What follows belongs to an exercise in optimizing a design on an open flow for small area; a production flow would make more cautious choices.
In this exercise RTL edits were held to simulation tests only and were not proved equivalent to the original.
Power figures rest on the tool's default switching activity, not on a simulated workload.

## config.mk

```make
export PLATFORM = sky130hd
export DESIGN_NAME = console_buffer
export DESIGN_NICKNAME = console_buffer
export VERILOG_FILES = /design/flow/design.v
export SDC_FILE = /design/flow/constraint.sdc
export NUM_CORES = 4
export LEC_CHECK = 0
export CAP_MARGIN = 20
export CORE_MARGIN = 2
export CORE_UTILIZATION = 60
export CTS_BUF_LIST = sky130_fd_sc_hd__clkbuf_8
export CTS_CLUSTER_DIAMETER = 60
export CTS_CLUSTER_SIZE = 16
export SLEW_MARGIN = 20
export SYNTH_MEMORY_MAX_BITS = 4096
```

## constraint.sdc

```tcl
create_clock -name core_clock -period 5.0 [get_ports {clk}]
set_input_delay 1.0000 -clock core_clock [delete_from_list [all_inputs] [get_ports {clk}]]
set_output_delay 1.0000 -clock core_clock [all_outputs]
set_load 0.01 [all_outputs]
```

## design.v

```verilog
package console_geom_pkg;
  localparam int LINE_WIDTH   = 16;   
  localparam int SCREEN_LINES = 4;    
  localparam int FONT_ROWS    = 2;    
  localparam int BUF_LINES    = 16;
  localparam int COL_BITS     = 4;
  localparam int LINE_BITS    = 4;
  localparam int ADDR_BITS    = 8;    
  localparam int MAX_TAB      = 7;    
  typedef logic [LINE_BITS-1:0] line_idx_t;   
  typedef logic [COL_BITS-1:0]  col_idx_t;    
  typedef struct packed {
    line_idx_t line;
    col_idx_t  col;
  } line_col_t;
  typedef union packed {
    logic [ADDR_BITS-1:0] flat;
    line_col_t            lc;
  } buf_addr_u;
endpackage
package console_code_pkg;
  localparam logic [7:0] BS_CODE    = 8'h08;   
  localparam logic [7:0] HT_CODE    = 8'h09;   
  localparam logic [7:0] LF_CODE    = 8'h0A;   
  localparam logic [7:0] CR_CODE    = 8'h0D;   
  localparam logic [7:0] DEL_CODE   = 8'h7F;   
  localparam logic [7:0] CTRL_LIMIT = 8'd32;   
  localparam logic [7:0] BLANK_CHAR = 8'h00;   
  typedef enum logic [2:0] {
    op_print,
    op_backspace,
    op_newline,     
    op_tab
  } write_op_e;
  typedef struct packed {
    write_op_e  op;
    logic [7:0] ch;
  } write_cmd_t;
endpackage
`timescale 1ns/1ns
module char_decoder (
  input  logic       clk,
  input  logic       i_char_stb,
  input  logic [7:0] i_char,
  input  logic       i_alt_func_en,   
  input  logic       i_rdy,           
  output logic       o_keep,          
  output logic       o_cmd_ctrl,      
  output logic [7:0] o_cmd_ch
);
  logic ctrl;    
  always_comb begin
    ctrl   = 1'b0;
    o_keep = 1'b1;
    if (!i_alt_func_en) begin
      ctrl   = (i_char == console_code_pkg::BS_CODE) || (i_char == console_code_pkg::HT_CODE) ||
               (i_char == console_code_pkg::LF_CODE) || (i_char == console_code_pkg::CR_CODE);
      o_keep = !(((i_char < console_code_pkg::CTRL_LIMIT) && !ctrl) ||
                 (i_char == console_code_pkg::DEL_CODE));
    end
  end
  always_ff @(posedge clk) begin
    if (i_rdy) begin
      o_cmd_ch <= i_char;
    end
  end
  always_ff @(posedge clk) begin
    o_cmd_ctrl <= ctrl;
  end
endmodule
`timescale 1ns/1ns
module cursor_writer (
  input  logic       clk,
  input  logic       rst,
  input  logic       i_char_stb,
  input  logic       i_keep,         
  input  logic       i_cmd_ctrl,
  input  logic [7:0] i_cmd_ch,
  input  logic [2:0] i_tab_count,
  input  logic       i_clear_screen_stb,
  input  logic       i_reader_busy,
  output logic       o_rdy,          
  output logic       o_busy,
  input  logic [3:0] i_turn,         
  output logic       o_start_clear,  
  output logic       o_we,           
  output logic [3:0] o_wr_col,
  output logic [7:0] o_wr_data,
  output logic       o_rd_hide,      
  output logic       o_move,         
  output logic       o_clear,
  output logic [1:0] o_frame_cur,    
  output logic       o_line_clear    
);
  typedef enum logic [2:0] {
    st_idle,
    st_cmd,
    st_print,
    st_backspace,
    st_pad_line,     
    st_clear_line,   
    st_tab,
    st_clear_all
  } wr_state_e;
  wr_state_e  state;
  logic [3:0] col;
  logic [2:0] tab_cnt;
  logic       clear_req;
  logic [1:0] frame_cur;   
  logic       bs_d;     
  logic       wr_now;   
  logic       col_last;
  logic       tab_nz;
  logic       new_line;
  logic       col_inc;
  logic       start_clear;
  assign col_last = (col == 4'd15);
  assign tab_nz   = (tab_cnt != 3'd0);
  assign new_line = col_last && ((state == st_print) || (state == st_pad_line) ||
                                 ((state == st_tab) && tab_nz));
  assign col_inc = (state == st_print) || (state == st_pad_line) || (state == st_clear_line) ||
                   ((state == st_tab) && tab_nz) || ((state == st_clear_all) && (i_turn == 4'd15));
  assign start_clear = (state == st_idle) && clear_req && !i_reader_busy;
  assign o_rdy        = (state == st_idle) && !clear_req;
  assign o_busy       = ((state != st_idle) && (state != st_cmd)) || ((state == st_idle) && clear_req);
  assign wr_now    = (col[0] != i_turn[0]);
  assign o_we      = wr_now && (((state == st_cmd) && !i_cmd_ctrl) || (state == st_print) ||
                                (state == st_backspace) || bs_d);
  assign o_wr_col  = col;
  assign o_wr_data = ((state == st_cmd) || (state == st_print)) ? i_cmd_ch : console_code_pkg::BLANK_CHAR;
  assign o_rd_hide = ((state == st_print) && !wr_now) || (bs_d && wr_now);
  assign o_line_clear = (state == st_clear_line);
  assign o_clear       = (state == st_clear_all);
  assign o_start_clear = start_clear;
  assign o_frame_cur  = frame_cur;
  assign o_move = (state == st_clear_line);
  always_ff @(posedge clk) begin
    bs_d <= (state == st_backspace);
  end
  always_ff @(posedge clk) begin
    if (rst) begin
      state     <= st_clear_all;   
      col       <= '0;
      clear_req <= 1'b0;
    end else begin
      if (col_inc) begin
        col <= col + 4'd1;
      end
      case (state)
        st_idle: begin
          if (o_rdy) begin
            if (i_char_stb && i_keep) begin
              state <= st_cmd;
            end
          end else if (start_clear) begin
            clear_req <= 1'b0;
            col       <= '0;
            state     <= st_clear_all;
          end
        end
        st_cmd: begin
          if (!i_cmd_ctrl) begin
            state <= st_print;
          end else begin
            case (i_cmd_ch[2:0])
              3'd0: begin   
                if (col != 4'd0) begin
                  col <= col - 4'd1;
                end
                state <= st_backspace;
              end
              3'd1:    state <= st_tab;
              default: state <= st_pad_line;   
            endcase
          end
        end
        st_print:      state <= st_idle;
        st_backspace:  state <= st_idle;
        st_clear_line: if (col_last) state <= st_idle;
        st_tab:        if (!tab_nz) state <= st_idle;
        st_clear_all:  if ((i_turn == 4'd15) && col_last) state <= st_idle;
        default: ;
      endcase
      if (new_line) begin
        state <= st_clear_line;
      end
      if (i_clear_screen_stb) begin
        clear_req <= 1'b1;
      end
    end
  end
  always_ff @(posedge clk) begin
    if (state == st_cmd) begin
      tab_cnt <= i_tab_count;
    end else begin
      tab_cnt <= tab_cnt - 3'd1;
    end
  end
  always_ff @(posedge clk) begin
    if (rst || (state == st_clear_all)) begin
      frame_cur <= 2'd0;
    end else if (new_line && (frame_cur != 2'd3)) begin
      frame_cur <= frame_cur + 2'd1;
    end
  end
endmodule
`timescale 1ns/1ns
module char_ram (
  input  logic       clk,
  input  logic       rst,
  input  logic       i_start_clear,  
  input  logic       i_we,          
  input  logic [3:0] i_wr_col,
  input  logic [7:0] i_wr_data,
  input  logic       i_move,        
  input  logic       i_clear,       
  output logic [3:0] o_turn,
  input  logic [3:0] i_rd_col,      
  input  logic [3:0] i_rd_src,      
  input  logic       i_rd_hide,     
  output logic [7:0] o_rd_data
);
  logic [7:0] rows [4][16];   
  logic [3:0] turn;
  logic [3:0] next_place;   
  logic [7:0] place_lo;     
  logic [1:0] place_hi;     
  logic [3:0] wr_place;
  logic [7:0] port_d;
  logic [7:0] rd;
  always_ff @(posedge clk) begin
    if (rst || i_start_clear) begin
      turn <= '0;
    end else begin
      turn <= turn + 4'd1;
    end
  end
  assign o_turn   = turn;
  assign next_place = i_rd_col - turn - 4'd1;
  always_ff @(posedge clk) begin
    for (int i = 0; i < 8; i++) place_lo[i] <= (next_place[2:0] == i[2:0]);
    for (int i = 0; i < 2; i++) place_hi[i] <= (next_place[3] == i[0]);
  end
  assign wr_place = i_wr_col - turn - 4'd1;   
  assign port_d   = (i_clear || i_move) ? console_code_pkg::BLANK_CHAR : i_wr_data;
  always_ff @(posedge clk) begin
    for (int k = 0; k < 4; k++) begin
      for (int i = 0; i < 16; i++) begin
        rows[k][i] <= rows[k][(i + 1) % 16];
      end
    end
    if (i_clear || i_move) begin
      rows[0][14] <= rows[3][15];
      rows[1][14] <= rows[0][15];
      rows[2][14] <= rows[1][15];
    end
    for (int i = 0; i < 16; i += 2) begin
      if (i_clear || (i_move && (i == 14)) || (i_we && (wr_place[3:1] == i[3:1]))) begin
        rows[3][i] <= port_d;
      end
    end
  end
  always_comb begin
    logic [7:0] oct [2];
    logic       row_on;
    rd = '0;
    for (int k = 0; k < 4; k++) begin
      row_on = i_rd_src[k];
      if (k == 3) row_on = row_on && !(i_rd_hide && (i_rd_col == i_wr_col));
      for (int q = 0; q < 2; q++) begin
        oct[q] = '0;
        for (int i = 0; i < 8; i++) oct[q] |= rows[k][q*8 + i] & {8{place_lo[i]}};
        rd |= oct[q] & {8{place_hi[q] && row_on}};
      end
    end
  end
  always_ff @(posedge clk) begin
    o_rd_data <= rd;
  end
endmodule
`timescale 1ns/1ns
module frame_reader (
  input  logic       clk,
  input  logic       rst,
  input  logic       i_read_frame_stb,
  input  logic       i_char_req_en,   
  input  logic       i_writer_busy,
  input  logic [1:0] i_frame_cur,    
  input  logic       i_line_clear,    
  output logic       o_busy,
  output logic [3:0] o_rd_col,       
  output logic [3:0] o_rd_src,       
  output logic       o_char_rdy
);
  typedef enum logic [1:0] {
    rd_idle,
    rd_wait_writer,
    rd_setup,
    rd_request
  } rd_state_e;
  rd_state_e  state;
  logic [6:0] pos;      
  logic       req_hit;
  logic       in_delay;
  logic       rdy_d1;   
  assign in_delay = (state == rd_request) && rdy_d1;
  assign req_hit  = (state == rd_request) && !rdy_d1 && i_char_req_en && !i_line_clear;
  assign o_busy   = (state == rd_setup) || (state == rd_request);
  always_ff @(posedge clk) begin
    if (rst) begin
      state      <= rd_idle;
      rdy_d1     <= 1'b0;
      o_char_rdy <= 1'b0;
    end else begin
      rdy_d1     <= req_hit;
      o_char_rdy <= rdy_d1;
      case (state)
        rd_wait_writer: if (!i_writer_busy) state <= rd_setup;   
        rd_setup:       state <= rd_request;
        rd_request:     if (in_delay && (pos == 7'd127)) state <= rd_idle;   
        default: ;
      endcase
      if (i_read_frame_stb) begin
        state <= rd_wait_writer;   
      end
    end
  end
  always_ff @(posedge clk) begin
    if (state == rd_wait_writer) begin
      pos <= '0;
    end else if (in_delay) begin
      pos <= pos + 7'd1;
    end
  end
  logic [1:0] scr;    
  logic [2:0] src;
  assign scr = pos[6:5];
  always_comb begin
    if (scr == i_frame_cur) begin
      src = 3'd3;
    end else if (scr < i_frame_cur) begin
      src = {1'b0, i_frame_cur - scr - 2'd1};
    end else begin
      src = 3'd4;
    end
  end
  assign o_rd_col = pos[3:0];
  always_ff @(posedge clk) begin
    for (int k = 0; k < 4; k++) o_rd_src[k] <= (src == k[2:0]);
  end
endmodule
`timescale 1ns/1ns
module console_buffer (
  input  logic       clk,
  input  logic       rst,
  input  logic       i_char_stb,
  input  logic [7:0] i_char,
  input  logic       i_alt_func_en,
  input  logic [2:0] i_tab_count,
  input  logic       i_clear_screen_stb,
  output logic       o_wr_char_rdy,
  input  logic       i_read_frame_stb,
  input  logic       i_char_req_en,
  output logic       o_char_rdy,
  output logic [7:0] o_char
);
  logic       keep;
  logic       rdy;
  logic       cmd_ctrl;
  logic [7:0] cmd_ch;
  logic       writer_busy;
  logic       reader_busy;
  logic       we;
  logic [3:0] wr_col;
  logic [7:0] wr_data;
  logic       move;
  logic       clear;
  logic       start_clear;
  logic       rd_hide;
  logic [1:0] frame_cur;
  logic [3:0] rd_col;
  logic [3:0] turn;
  logic [3:0] rd_src;
  logic       line_clear;
  char_decoder u_char_decoder (
    .clk(clk),
    .i_char_stb(i_char_stb), .i_char(i_char), .i_alt_func_en(i_alt_func_en),
    .i_rdy(rdy),
    .o_keep(keep), .o_cmd_ctrl(cmd_ctrl), .o_cmd_ch(cmd_ch)
  );
  assign o_wr_char_rdy = rdy;
  cursor_writer u_cursor_writer (
    .clk(clk), .rst(rst),
    .i_char_stb(i_char_stb), .i_keep(keep), .i_cmd_ctrl(cmd_ctrl), .i_cmd_ch(cmd_ch), .i_tab_count(i_tab_count),
    .i_clear_screen_stb(i_clear_screen_stb), .i_reader_busy(reader_busy),
    .o_rdy(rdy), .o_busy(writer_busy), .i_turn(turn), .o_start_clear(start_clear),
    .o_we(we), .o_wr_col(wr_col), .o_wr_data(wr_data), .o_rd_hide(rd_hide),
    .o_move(move), .o_clear(clear),
    .o_frame_cur(frame_cur), .o_line_clear(line_clear)
  );
  char_ram u_char_ram (
    .clk(clk), .rst(rst), .i_start_clear(start_clear), .i_we(we), .i_wr_col(wr_col), .i_wr_data(wr_data),
    .i_move(move), .i_clear(clear), .o_turn(turn),
    .i_rd_col(rd_col), .i_rd_src(rd_src), .i_rd_hide(rd_hide), .o_rd_data(o_char)
  );
  frame_reader u_frame_reader (
    .clk(clk), .rst(rst),
    .i_read_frame_stb(i_read_frame_stb), .i_char_req_en(i_char_req_en),
    .i_writer_busy(writer_busy), .i_frame_cur(frame_cur),
    .i_line_clear(line_clear),
    .o_busy(reader_busy), .o_rd_col(rd_col), .o_rd_src(rd_src), .o_char_rdy(o_char_rdy)
  );
endmodule
```

## flow/run.sh

```bash
#!/bin/bash
# Standard layout, with port buffers of the smallest buffer and no dummy clock loads.
set -e
export BUFFER_PORTS_ARGS="-buffer_cell sky130_fd_sc_hd__buf_1"
export CTS_ARGS="-sink_clustering_enable -repair_clock_nets -dont_use_dummy_load -sink_clustering_size 18 -sink_clustering_max_diameter 90 -buf_list sky130_fd_sc_hd__clkbuf_8"
bash standard.sh > standard.log 2>&1
```

## standard.sh

```bash
#!/bin/bash
# synth_recipe.tcl (not shown) runs the flow's synth.tcl, then flattens the netlist and writes it again
# the make line also repeats each setting of config.mk as NAME=value (left out here)
make -C /OpenROAD-flow-scripts/flow DESIGN_CONFIG=/design/flow/config.mk WORK_HOME=/design/flow/orfs CLKGATE_MAP_FILE= SYNTH_SCRIPT=/design/flow/synth_recipe.tcl "${@:-finish}"
```

==> results of run 1 <==
sequential cells by signal (all words and copies together), names as in the netlist, 2 cells and up:
name	count
u_char_ram.place_hi	2
u_cursor_writer.col	4
u_frame_reader.state	2
u_frame_reader.o_rd_src	4
u_char_ram.o_rd_data	8
u_cursor_writer.tab_cnt	3
u_char_ram.rows	512
u_char_decoder.o_cmd_ch	8
u_char_ram.turn	4
u_frame_reader.pos	7
u_char_ram.place_lo	8
u_cursor_writer.frame_cur	2
u_cursor_writer.state	3
cell usage in the layout, fill, tap and decap left out, drive strengths merged, types with 10 or more instances in the layout:
master  count
a21oi      38
a22oi     267
a41oi      24
buf        37
clkbuf     37
dfxtp     564
ha         16
inv        23
mux2       25
mux2i      67
nand2      94
nand3      14
nand4      56
nor2       35
nor3       10
xnor2      11
xor2       10
worst register-to-register path: cells and delay by family, from the launching register on:
family / cells / cell delay, ns
DFF: 1 / 0.39
adders and majority gates: 2 / 0.65
buffers and inverters: 1 / 0.09
muxes: 1 / 0.35
xor gates and xnor gates: 1 / 0.50
and+or+nand+nor: 1 / 0.71
cell families after synthesis:
logic type               share of synthesized area [%]
buffers and inverters                             2.48
AND/OR/NAND/NOR                                   7.32
adder cells (fa/ha/maj)                           1.39
multiplexers                                      5.52
flip-flops                                        66.8
AO/OA/AOI/OAI                                     15.4
XOR/XNOR                                          1.11
cell type report:
| cell class | count | area (um^2) | share of cell area [%] |
|---|---|---|---|
| inverter | 23 | 86.3 | 0.477 |
| timing repair buffer | 37 | 176 | 0.974 |
| tap | 384 | 480 | 2.65 |
| clock buffer | 37 | 509 | 2.81 |
| multi-input combinational | 737 | 5310 | 29.3 |
| sequential | 572 | 11500 | 63.7 |
through the flow:
step / hold slack [ns] / utilization [%] / power (W)
2_1_floorplan: 0.331 / - / 0.00481
3_3_place_gp: 0.332 / 61.6 / 0.00487
3_5_place_dp: 0.337 / 61.6 / 0.00488
4_1_cts: 0.325 / 63.4 / 0.00680
5_1_grt: 0.340 / 63.4 / 0.00699
6_report: 0.324 / 63.4 / 0.00674
per-layer routing:
metal	track usage, %	vias up	share of wire [%]
met3	4.17	54	5.2
met5	0	-	0
met4	7.14	0	2.2
met1	37.6	5386	48
met2	40.2	258	45
li1	-	5137	-
report_power, final:
group          leakage [nW]  switching (W)  internal [W]
Combinational          1.86      0.0000888     0.0000348
Clock                 0.266        0.00130      0.000672
Sequential             4.62      0.0000684       0.00458
path summary, 6_finish.rpt:
kind	to	depth (start not counted)	startpoint	slack, ns
min reg2reg	u_char_ram.rows[61][1]	0	u_char_ram.rows[62][1]	0.32
min	u_char_ram.rows[61][1]	0	u_char_ram.rows[62][1]	0.32
max reg2reg	u_char_ram.rows[60][1]	6	u_char_ram.turn[0]	2.23
max	o_wr_char_rdy	4	u_cursor_writer.state[0]	1.72
==> key figures, run 1 <==
Detailed routing
  • Via/cell ratio: between 6 and 7
  • ANT nets after route: 0
  • Residual DRC: 0
  • DRT iter0 DRCs: approximately 800
  • Routed wire length: about 39,000 um
  • Drt pass-1 iters: 5
  • Vias: 10.8k
  • Routed length per instance: 21.6 um

Pwr
  • Cell Pwr Density: 373 nW/um^2
  • Leakage power: between 6 and 7 nW
  • Worst VDD drop: 225 uV

Worst setup path
  • CP Capture Type: output port
  • CP max stage delay: between 0.5 and 0.6 ns
  • CP bufs+invs: 2
  • Setup crit start kind: register
  • Crit path max-delay family: simple AND/OR/NAND/NOR gates
  • CP cell instances: or2_2, or3_1, inv_1, buf_1
  • Worst EP required: 4.00 ns
  • Worst EP arrival: approximately 2.3 ns
  • Crit Path Max Fanout: 20
  • CP max stage cell: dfxtp_1
  • Crit Path Category: register to output port

Worst hold path
  • Worst min-delay path class: register to register

Place
  • Routability Congestion: between 0.8 and 0.9
  • Port Buffers: 27
  • Dpl ws: 2.26 ns
  • Area post-placement: 17,600 um^2
  • HPWL after detailed placement: ~23,000 um
  • Placed cells: 1,753

STA
  • Slew headroom: 26.5%
  • Post-layout minimum cycle time: 3.28 ns
  • Fin crit share: 65.6%
  • Fmax achieved: 0.305 GHz
  • Final WS setup: 1.72 ns
  • Least-Margin Pin Slew: 1.10 ns
  • Max Slew Vio Count: 0
  • Final hold vios: 0
  • Worst clock skew: 0.0488 ns
  • Setup TNS: 0 ns
  • # setup viols final: 0
  • RSZ-0062 raised after global routing: false

Clocking
  • # Post-CTS Setup Buffers: 0
  • Num Clock Sinks: 572
  • CTS Buffer Depth: 3
  • CTS resizes: 0
  • CTS root buf: clkbuf_8
  • Hold buffer count at CTS: 0
  • Worst-skew pair later-pin latency: between 0.5 and 0.6 ns
  • Clock Pin Slew Worst Setup and Hold Paths: 0.11 ns
  • H-tree depth: 2
  • TritonCTS clock tree: built
  • Total CTS buffers: 37

GRT
  • Initial antenna violation count: 0
  • Global Route Usage Sum: 25.8%
  • Pin count of the biggest net entering global routing: 57
  • Vias in the first global route: about 11k
  • Grt total ovfl: 0
  • Global-route wire length before repair: between 60,000 and 70,000 um

Floorplanning
  • Cell Rows: slightly above 60
  • Die X: 174 um
  • CORE AREA: 28,500 um^2
  • Initial Util: approximately three fifths
  • DIE AREA: 30,100 um^2
  • Vert. Die Dim: 174 um
  • # IOs: 28

Final layout
  • Fill count: 2,346
  • Share of cells above drive strength 1: under 10%
  • Final cell count without fillers: 1,790
  • Syn-to-layout area delta: 4.88%
  • # nets final: 1,444
  • Final instance area: 18,100 um^2
  • Diode count: 0

Yosys
  • Synth unique cells: 56
  • Synth Register Bits: 572
  • Yosys top cell by area: dfxtp_1
  • Syn avg cell area: 12.2 um^2
  • Most numerous cell in the Yosys netlist: dfxtp_1
  • Fraction of the yosys area taken by sequential cells: roughly 67%
  • Most used DFF post-synth: dfxtp_1
  • Top cell type's share of synthesized area: 65.4%
  • Synth top cells by count: 564 x dfxtp_1, 267 x a22oi_1, 94 x nand2_1
  • Synthesized area: 17,300 um^2
  • Post-synth ARST share: 0%
  • Synth area leaders: dfxtp_1 65%, a22oi_1 12%, mux2i_1 3.9%
  • Synth Warn #: 6
  • Number of flops mapped to enable cells by yosys: 8
  • Syn nets: 1,450
  • Mapped Cells: 1,414

Status
  • Status: no timing/DRC/antenna violations

Job
  • Max-Cap Viols: 0
==> run 2, diff against run 1 <==
==> flow/run.sh (replaced) <==
#!/bin/bash
# Standard layout, with port buffers of the smallest buffer and no dummy clock loads.
set -e
export BUFFER_PORTS_ARGS="-buffer_cell sky130_fd_sc_hd__buf_1"
export CTS_ARGS="-sink_clustering_enable -repair_clock_nets -dont_use_dummy_load -sink_clustering_size 11 -sink_clustering_max_diameter 60 -buf_list sky130_fd_sc_hd__clkbuf_4"
bash standard.sh > standard.log 2>&1
==> run 2 against run 1 <==
Still clean on timing, DRC and antenna. Sequential share of layout area increased by 0.28 points. Design area decreased by 0.44%. Via count increased by 1.4%. Largest power group unchanged.
==> key figures, run 2 <==
Yosys
  • Top cell type's share of synthesized area: 65.4%
  • Syn nets: about 1.5k
  • Synthesized area: roughly 17,000 um^2
  • Synth area leaders: dfxtp_1 65%, a22oi_1 12%, mux2i_1 3.9%
  • Synth Register Bits: 572
  • Most used DFF post-synth: dfxtp_1
  • Post-synth ARST share: 0%
  • Synth unique cells: 56
  • Fraction of the yosys area taken by sequential cells: 66.8%
  • Most numerous cell in the Yosys netlist: dfxtp_1
  • Yosys top cell by area: dfxtp_1
  • Number of flops mapped to enable cells by yosys: 8
  • Synth Warn #: 6
  • Mapped Cells: about 1.4k
  • Synth top cells by count: 564 x dfxtp_1, 267 x a22oi_1, 94 x nand2_1
  • Syn avg cell area: 12.2 um^2

Worst hold path
  • Worst hold path endpoint: u_char_ram.rows[10][5]
  • Hold depth: 0
  • Worst min-delay path class: register to register
  • Hold path startpoint: u_char_ram.rows[11][5]

STA
  • Post-layout minimum cycle time: 3.42 ns
  • Worst clock skew: 0.0777 ns
  • Least-Margin Pin Slew: between 1 and 1.5 ns
  • Fin crit share: 68.4%
  • Final WS setup: between 1.5 and 2 ns
  • Fmax achieved: 0.292 GHz
  • RSZ-0062 raised after global routing: false
  • Setup TNS: 0 ns
  • Max Slew Vio Count: 0
  • Final hold vios: 0
  • # setup viols final: 0
  • Slew headroom: 26.2%

Floorplanning
  • # IOs: 28
  • Cell Rows: 62
  • DIE AREA: 30,100 um^2
  • Die X: 174 um
  • CORE AREA: around 29,000 um^2
  • Vert. Die Dim: 174 um
  • Initial Util: about three fifths

Place
  • Dpl ws: roughly 2.3 ns
  • Placed cells: 1,753
  • Routability Congestion: 0.801
  • HPWL after detailed placement: around 23,000 um
  • Port Buffers: 27

GRT
  • Vias in the first global route: 11.0k
  • Initial antenna violation count: 1
  • Global-route wire length before repair: roughly 62,000 um
  • Grt total ovfl: 0
  • Pin count of the biggest net entering global routing: 57
  • Global Route Usage Sum: 25.9%

Worst setup path
  • Setup crit start kind: register
  • RR Endpoint: u_char_ram.rows[60][5]
  • Reg2Reg Depth: 6
  • Worst EP required: 4.00 ns
  • FF-to-FF setup slack: 2.24 ns
  • CP Capture Type: output port
  • FF-to-FF Start: u_char_ram.turn[0]
  • Worst EP arrival: 2.42 ns
  • Crit Path Max Fanout: 20
  • Crit Path Category: register to output port

Clocking
  • TritonCTS clock tree: built
  • H-tree depth: 2
  • Worst-skew pair later-pin latency: between 0.7 and 0.8 ns
  • Hold buffer count at CTS: 0
  • CTS root buf: clkbuf_4
  • CTS Buffer Depth: 3
  • CTS resizes: 0
  • Num Clock Sinks: 572
  • # Post-CTS Setup Buffers: 0
  • Total CTS buffers: 57
  • Clock Pin Slew Worst Setup and Hold Paths: approximately 0.12 ns

Final layout
  • Max reg flops: 512
  • Syn-to-layout area delta: 4.42%
  • Fill count: 2,372
  • Most frequent cells in the layout: 556 x dfxtp_1, 267 x a22oi_1, 93 x nand2_1
  • Share of cells above drive strength 1: 7.92%
  • # nets final: 1,464
  • Commonest non-fill, non-tap cell in the layout: dfxtp_1
  • Largest Register: u_char_ram.rows
  • Final cell count without fillers: approximately 1.8k

Pwr
  • Clk pwr share: between 20 and 30%
  • Reg power frac: 70.4%
  • Leakage power: 6.74 nW
  • Int Pwr: 0.00514 W
  • Cell Pwr Density: around 370 nW/um^2
  • Sw Pwr: 0.00147 W
  • Comb pwr share: 1.9%
  • Worst VDD drop: 229 uV
  • Switching Share: 22.2%

Detailed routing
  • DRT iter0 DRCs: 813
  • Residual DRC: 0
  • Drt pass-1 iters: 5
  • Via/cell ratio: 6.07
  • Routed length per instance: 21.3 um
  • Routed wire length: 38,700 um
  • Vias: approximately 11k
  • ANT nets after route: 0

Status
  • Status: no timing/DRC/antenna violations

Job
  • Max-Cap Viols: 0
run 2: cell counts after synthesis:
No cell type changed its count.
run 2: logic make-up after synthesis:
| kind of cell | synth area share [%] |
|---|---|
| fa+ha+maj | 1.39 |
| simple gates | 7.32 |
| xor+xnor | 1.11 |
| flops | 66.8 |
| compound gates | 15.4 |
| buf+inv | 2.48 |
| mux | 5.52 |
run 2: layer usage:
metal  track usage [%]  share of wire, %  up-vias
li1                  -                 -     5203
met1              37.4                48     5426
met4              9.00               2.9        0
met2              40.0                44      286
met5                 0                 0        -
met3              4.14               5.0       76
run 2: worst max-delay path by stage:
| stage | cells after the start | slack, ns | to | startpoint |
|---|---|---|---|---|
| after CTS | 4 | 1.52 | o_wr_char_rdy | u_cursor_writer.state[0] |
| after global routing | 4 | 1.45 | o_wr_char_rdy | u_cursor_writer.state[0] |
| after floorplan | 4 | 2.69 | o_wr_char_rdy | u_cursor_writer.state[0] |
| final | 4 | 1.58 | o_wr_char_rdy | u_cursor_writer.state[0] |
| after global placement | 4 | 2.31 | o_wr_char_rdy | u_cursor_writer.state[0] |
| after detailed placement | 6 | 2.26 | u_char_ram.rows[60][3] | u_char_ram.turn[0] |
run 2: cell type report:
| cell class | count | area, um^2 | share of cell area [%] |
|---|---|---|---|
| multi-input combinational | 737 | 5310 | 29.5 |
| inverter | 23 | 86.3 | 0.479 |
| timing repair buffer | 37 | 176 | 0.979 |
| antenna | 1 | 2.50 | 0.0139 |
| sequential | 572 | 11500 | 64.0 |
| tap | 384 | 480 | 2.67 |
| clock buffer | 57 | 428 | 2.37 |
run 2: metrics by stage:
step	cell area [um^2]	power, W	util (%)	hold WS (ns)
floorplan	17300	0.00481	-	0.331
finish	18000	0.00661	63.1	0.284
CTS	18000	0.00667	63.1	0.264
global placement	17600	0.00487	61.6	0.332
global route	18000	0.00686	63.1	0.246
detailed placement	17600	0.00488	61.6	0.337
run 2: worst max-delay path, cell delays in order (launching register included):
cell and delay, ns:
dfxtp_1 0.51, or2_2 0.37, or3_1 0.37, inv_1 0.30, buf_1 0.19
run 2: power groups by stage:
stage / combinational [W] / clock [W] / sequential, W
floorplan: 0.000115 / 0 / 0.00469
global placement: 0.000122 / 0 / 0.00475
detailed placement: 0.000124 / 0 / 0.00475
CTS: 0.000125 / 0.00189 / 0.00465
global route: 0.000137 / 0.00207 / 0.00466
finish: 0.000124 / 0.00183 / 0.00465
==> run 3, diff against run 2 <==
==> flow/run.sh (replaced) <==
#!/bin/bash
# Standard layout, with port buffers of the smallest buffer and no dummy clock loads.
set -e
export BUFFER_PORTS_ARGS="-buffer_cell sky130_fd_sc_hd__buf_1"
export CTS_ARGS="-sink_clustering_enable -repair_clock_nets -dont_use_dummy_load -sink_clustering_size 11 -sink_clustering_max_diameter 45 -buf_list sky130_fd_sc_hd__clkbuf_4"
bash standard.sh > standard.log 2>&1
==> run 3 against run 2 <==
Global-route usage hardly changed. Design area hardly changed. Non-clock buffer count stayed put. Clock skew is 0.023 ns higher. Hold slack worse by 0.0042 ns. Sequential share of layout area is 0.054 points lower. Register-to-register slack worse by 0.02 ns. Combinational power hardly changed. Synthesized area stayed put. Clock-buffer cell count is 2 higher. Highest routed layer unchanged.
==> key figures, run 3 <==
Status
  • Status: no timing/DRC/antenna violations

STA
  • Least-Margin Pin Slew: between 1 and 1.5 ns
  • Max Slew Vio Count: 0
  • WHS: 0.280 ns
  • Fmax achieved: 0.295 GHz
  • Final hold vios: 0
  • Post-layout minimum cycle time: 3.39 ns
  • Fin crit share: 67.8%
  • RSZ-0062 raised after global routing: false
  • Slew headroom: 24.9%
  • Worst clock skew: 0.101 ns
  • # setup viols final: 0
  • Setup TNS: 0 ns

Clocking
  • Worst-skew pair later-pin latency: around 0.74 ns
  • Num Clock Sinks: 572
  • H-tree depth: 2
  • Hold buffer count at CTS: 0
  • CTS root buf: clkbuf_4
  • # Post-CTS Setup Buffers: 0
  • CTS resizes: 0
  • CTS Buffer Depth: 3
  • Clock Pin Slew Worst Setup and Hold Paths: between 0.1 and 0.15 ns
  • TritonCTS clock tree: built
  • Total CTS buffers: 59

Worst setup path
  • CP Capture Type: output port
  • CP cell instances: or2_2, or3_1, inv_1, buf_1
  • Crit path max-delay family: simple AND/OR/NAND/NOR gates
  • CP max stage delay: 0.50 ns
  • CP max stage cell: dfxtp_1
  • Worst EP arrival: 2.39 ns
  • CP bufs+invs: 2
  • Crit Path Max Fanout: 20
  • Setup crit start kind: register
  • Worst EP required: 4.00 ns
  • Crit Path Category: register to output port

GRT
  • Initial antenna violation count: 1
  • Global Route Usage Sum: 25.9%
  • Grt total ovfl: 0
  • Vias in the first global route: 11.0k
  • Pin count of the biggest net entering global routing: 57
  • Global-route wire length before repair: slightly above 60,000 um

Yosys
  • Mapped Cells: 1,414
  • Number of flops mapped to enable cells by yosys: 8
  • Top cell type's share of synthesized area: 65.4%
  • Synth Warn #: 6
  • Synth unique cells: 56
  • Synthesized area: roughly 17,000 um^2
  • Syn avg cell area: roughly 12 um^2
  • Most used DFF post-synth: dfxtp_1
  • Most numerous cell in the Yosys netlist: dfxtp_1
  • Synth Register Bits: ~570
  • Synth top cells by count: 564 x dfxtp_1, 267 x a22oi_1, 94 x nand2_1
  • Yosys top cell by area: dfxtp_1
  • Fraction of the yosys area taken by sequential cells: 66.8%
  • Synth area leaders: dfxtp_1 65%, a22oi_1 12%, mux2i_1 3.9%
  • Syn nets: 1,450
  • Post-synth ARST share: 0%

Pwr
  • Leakage power: 6.75 nW
  • Worst VDD drop: 229 uV
  • Cell Pwr Density: 367 nW/um^2

Worst hold path
  • Worst min-delay path class: register to register

Final layout
  • Fin util: 63.2%
  • Fill count: 2,368
  • Syn-to-layout area delta: 4.51%
  • Final cell count without fillers: 1,813
  • Share of cells above drive strength 1: 8.05%
  • Largest Register: u_char_ram.rows
  • Most frequent cells in the layout: 556 x dfxtp_1, 267 x a22oi_1, 93 x nand2_1
  • Max reg flops: 512
  • Commonest non-fill, non-tap cell in the layout: dfxtp_1
  • # nets final: 1,466

Job
  • Max-Cap Viols: 0

Floorplanning
  • DIE AREA: 30,100 um^2
  • Cell Rows: 62
  • # IOs: 28
  • Initial Util: 60.5%
  • Die X: about 170 um
  • Vert. Die Dim: approximately 170 um
  • CORE AREA: 28,500 um^2

Place
  • Placed cells: 1,753
  • HPWL after detailed placement: ~23,000 um
  • Routability Congestion: 0.801
  • Port Buffers: 27

Detailed routing
  • DRT iter0 DRCs: 797
  • ANT nets after route: 0
  • Drt pass-1 iters: 5
  • Routed length per instance: 21.4 um
  • Routed wire length: 38,900 um
  • Vias: 11.0k
  • Residual DRC: 0
  • Via/cell ratio: 6.09
[run 3: path summary, 6_finish.rpt]
kind	from	to	slack [ns]	cells after the start
min	u_char_ram.rows[54][0]	u_char_ram.rows[53][0]	0.28	0
max	u_cursor_writer.state[0]	o_wr_char_rdy	1.61	4
min reg2reg	u_char_ram.rows[54][0]	u_char_ram.rows[53][0]	0.28	0
max reg2reg	u_char_ram.turn[0]	u_char_ram.rows[60][1]	2.22	6
[run 3: report_power, final]
part           internal, W  switching [W]
combinational    0.0000348      0.0000892
sequential         0.00458      0.0000683
clock             0.000541        0.00131
[run 3: cell families (layout without fill, tap and decap cells)]
family / Yosys count / count (layout) / share of synthesized area, %
and+or+nand+nor: 245 / 245 / 7.32
other: 0 / 1 / 0
buffers and inverters: 105 / 119 / 2.48
xor gates and xnor gates: 21 / 21 / 1.11
AOI/OAI and AO/OA: 361 / 361 / 15.4
adders and majority gates: 18 / 18 / 1.39
muxes: 92 / 92 / 5.52
DFF: 572 / 572 / 66.8
[run 3: routing by layer]
metal  part of all wire [%]  track usage, %  vias to the layer above
met1                     48            37.2                     5468
li1                       -               -                     5207
met5                      0               0                        -
met3                    5.3            4.76                       66
met2                     45            40.2                      300
met4                    2.4            7.98                        0
[run 3: through the flow]
stage / instance area, um^2 / setup WS, ns / total power, W
after floorplan: 17300 / 2.69 / 0.00481
after global placement: 17600 / 2.31 / 0.00487
after detailed placement: 17600 / 2.26 / 0.00488
after CTS: 18000 / 1.53 / 0.00669
after global routing: 18000 / 1.45 / 0.00689
final: 18000 / 1.61 / 0.00663
[run 3: final cells by class]
| type | instances | area [um^2] | area share, % |
|---|---|---|---|
| diodes | 1 | 2.50 | 0.0139 |
| inverters | 23 | 86.3 | 0.479 |
| clock buffers | 59 | 443 | 2.46 |
| well taps | 384 | 480 | 2.66 |
| flip-flops and latches | 572 | 11500 | 64.0 |
| repair buffers | 37 | 176 | 0.978 |
| multi-input cells | 737 | 5310 | 29.4 |

-- static timing again, ports no longer ideal --
No port has a modelled driver above. Below, the same layouts with a new extraction and two added sets of constraints. Step 1 assumes that a clkbuf_16 drives the clock port and a buf_2 every other input. Step 2 also shifts input and output timing later by t, the mid clock arrival at the registers, as if the neighbouring blocks saw the same clock. Slacks: ideal ports / drivers / drivers and shift; pairs: ideal ports / drivers.
| run | t, ns | setup WS [ns] | worst setup path at the end | clock arrival spread, ns | worst slew at a driven data input, ns |
|---|---|---|---|---|---|
| run 1 | 0.597 | 1.718 / 1.673 / 2.230 | register to register | 0.050 / 0.050 | 0.03 |
| run 2 | 0.749 | 1.581 / 1.532 / 2.241 | register to register | 0.081 / 0.080 | 0.03 |
| run 3 | 0.731 | 1.608 / 1.567 / 2.220 | register to register | 0.101 / 0.101 | 0.03 |
After both steps every run listed still meets setup and hold.
